Background: an optimization exercise with open tools, aiming at a short achievable clock period and few clock cycles. Do not read the settings as production practice. Power and IR drop assume default switching activity.

## lc3b_pipeline
module lc3b_pipeline
#(
    parameter logic [15:0] RESET_PC = 16'h0000
)
(
    input  logic        clk,
    input  logic        rst,
    output logic        imem_read,
    output logic [15:0] imem_address,
    input  logic        imem_resp,
    input  logic [15:0] imem_rdata,
    output logic        dmem_read,
    output logic        dmem_write,
    output logic [15:0] dmem_address,
    output logic [15:0] dmem_wdata,
    output logic [1:0]  dmem_byte_enable,
    input  logic        dmem_resp,
    input  logic [15:0] dmem_rdata
);
Size in the first run: roughly 340 flip-flops, ~89 I/O pins, roughly 20000 sq um of cells after synthesis.
==> flow/config.mk <==
export PLATFORM = sky130hd
export DESIGN_NAME = lc3b_pipeline
export DESIGN_NICKNAME = lc3b_pipeline
export VERILOG_FILES = /design/flow/design.v
export SDC_FILE = /design/flow/constraint.sdc
export NUM_CORES = 4
export LEC_CHECK = 0
export ABC_CLOCK_PERIOD_IN_PS = 2000
export CAP_MARGIN = 20
export CORE_MARGIN = 2
export CORE_UTILIZATION = 40
export SETUP_SLACK_MARGIN = 2.5
export SLEW_MARGIN = 20
==> flow/constraint.sdc <==
create_clock -name core_clock -period 4.5 [get_ports {clk}]
set_input_delay 0.9000 -clock core_clock [delete_from_list [all_inputs] [get_ports {clk}]]
set_output_delay 0.9000 -clock core_clock [all_outputs]
set_load 0.01 [all_outputs]
standard.sh (not shown) runs the stock make flow with config.mk's settings and CLKGATE_MAP_FILE= SYNTH_SCRIPT=/design/flow/synth_recipe.tcl, a recipe that flattens the netlist after the stock synthesis.
==> flow/flow/run.sh <==
#!/bin/bash
# Standard layout; ports buffered with buf_4 instead of the smallest buffer.
set -euo pipefail
bash standard.sh "BUFFER_PORTS_ARGS=-buffer_cell sky130_fd_sc_hd__buf_4" finish > make_finish.log 2>&1
The starting point ran to the end with no violations.
Edit:
--- a/flow/design.v
+++ b/flow/design.v
@@ -46,20 +46,35 @@
         for (int d = 1; d < 16; d = d * 2)
         begin
             for (int i = 15; i >= d; i--)
             begin
                 g[i] = g[i] | (p[i] & g[i-d]);
                 p[i] = p[i] & p[i-d];
             end
         end
         carries = {g[14:0], 1'b0};
     endfunction
+    function automatic logic [9:0] carries_ci9(input logic [8:0] a, input logic [8:0] b);
+        logic [8:0] g, p;
+        g = a & b;
+        p = a | b;
+        g[0] = g[0] | p[0];
+        for (int d = 1; d < 9; d = d * 2)
+        begin
+            for (int i = 8; i >= d; i--)
+            begin
+                g[i] = g[i] | (p[i] & g[i-d]);
+                p[i] = p[i] & p[i-d];
+            end
+        end
+        carries_ci9 = {g, 1'b1};
+    endfunction
     function automatic logic sum_zero(input logic [15:0] a, input logic [15:0] b);
         logic [15:0] t, c;
         t = a ^ b;
         c = {a[14:0] | b[14:0], 1'b0};
         sum_zero = ~|(t ^ c);
     endfunction
     function automatic logic [2:0] flags(input logic [15:0] v);
         flags = v[15] ? 3'b100 : (v == 16'h0000) ? 3'b010 : 3'b001;
     endfunction
     logic [15:0] pc_f;
@@ -134,40 +149,40 @@
     assign r3  = wl3 ? ld_data : ra3;
     assign b_d = (d_use2 & wl2) ? ld_data : d_use2 ? ra2 : d_imm;
     assign tgt_d  = d_pcn + {{6{d_ir[8]}}, d_ir[8:0], 1'b0};
     assign fa_d   = e_wen & (e_dest == s1);
     assign fb_d   = d_use2 & e_wen & (e_dest == s2);
     assign fsd_d  = e_wen & (e_dest == s3);
     assign d_go   = d_v & e_take;
     assign d_free = ~d_v | e_take;
     logic [3:0]  f_op;
     logic [15:0] pcn_f, f_next;
-    logic [9:0]  off_f, t_f;
-    logic [15:0] cy_f;
+    logic [8:0]  t_f;
+    logic [9:0]  cy_f;
     logic [5:0]  hi_f, hi_inc, hi_dec;
-    logic [9:0]  lo0_f, lo1_f;
+    logic [8:0]  lo0_f, lo1_f;
     logic [15:0] pc_alt;
     logic        pred_f, f_take;
     assign imem_read    = ird;
     assign imem_address = pc_f;
     assign f_op         = imem_rdata[15:12];
     assign pcn_f        = pc_f + 16'd2;
-    assign off_f        = {imem_rdata[8:0], 1'b0};
-    assign cy_f         = carries({6'd0, pcn_f[9:0]}, {6'd0, off_f});
-    assign t_f          = pcn_f[9:0] ^ off_f;
-    assign hi_inc       = pcn_f[15:10] + 6'd1;
-    assign hi_dec       = pcn_f[15:10] - 6'd1;
-    assign hi_f         = (pred_f & cy_f[10] & ~imem_rdata[8]) ? hi_inc :
-                          (pred_f & ~cy_f[10] & imem_rdata[8]) ? hi_dec : pcn_f[15:10];
-    assign lo0_f        = pred_f ? t_f : pcn_f[9:0];
-    assign lo1_f        = pred_f ? ~t_f : pcn_f[9:0];
-    assign f_next       = {hi_f, (cy_f[9:0] & lo1_f) | (~cy_f[9:0] & lo0_f)};
+    assign cy_f         = carries_ci9(pc_f[9:1], imem_rdata[8:0]);
+    assign t_f          = pc_f[9:1] ^ imem_rdata[8:0];
+    assign hi_inc       = pc_f[15:10] + 6'd1;
+    assign hi_dec       = pc_f[15:10] - 6'd1;
+    assign hi_f         = ~pred_f ? pcn_f[15:10] :
+                          (cy_f[9] & ~imem_rdata[8]) ? hi_inc :
+                          (~cy_f[9] & imem_rdata[8]) ? hi_dec : pc_f[15:10];
+    assign lo0_f        = pred_f ? t_f : pcn_f[9:1];
+    assign lo1_f        = pred_f ? ~t_f : pcn_f[9:1];
+    assign f_next       = {hi_f, (cy_f[8:0] & lo1_f) | (~cy_f[8:0] & lo0_f), pc_f[0]};
     assign pc_alt       = e_redirect ? e_alt : pc_f;
     assign pred_f       = (f_op == 4'b0000) & (imem_rdata[11:9] != 3'b000) &
                           (imem_rdata[8] | (imem_rdata[11:9] == 3'b111));
     assign f_take       = imem_resp & d_free & ~e_redirect;
     always_ff @(posedge clk)
     begin
         if (rst)
         begin
             pc_f <= RESET_PC;
             d_v  <= 1'b0;
What happened: Clock power grows by a few percent. Setup slack gains 0.029 ns. Core utilization went up by 0.16 points. Sequential power increases slightly. Global-route usage rose by 1.7 points. Register-to-register slack gets better by 0.05 ns. Power climbs by a few percent. Synthesized cell count drops slightly. Non-clock buffer count rose by 7. Combinational power grows by a few percent.
Function was not checked in any run of this note: the RTL went through the layout flow alone.

what the ideal ports hide:
The results above use ideal ports. As a check the final layouts listed here were re-extracted and re-timed, cells and wires unchanged.
Step 1, drivers: a clkbuf_16 drives clk and a buf_2 each remaining input, both assumed.
Step 2 moves the port delays by t, midway between the first and last clock arrival at a register: inputs arrive t later, outputs are due t later. That takes back most of the time a late clock gives input paths.
Three values: ideal ports, drivers, drivers and shift; two values: the first two.
| run | t (ns) | setup slack, ns | hold slack, ns | slew at the worst register clock pin (ns) |
|---|---|---|---|---|
| the first run | 0.625 | 1.241 / 1.241 / 0.956 | 0.421 / 0.421 / 0.421 | 0.07 / 0.07 |
| the second run | 0.594 | 1.270 / 1.283 / 0.689 | 0.420 / 0.420 / 0.420 | 0.07 / 0.07 |
After both steps every run listed still meets setup and hold. The setup slack of the second run, which loses most, moves by +0.013 ns with the drivers and by -0.581 ns with both steps.
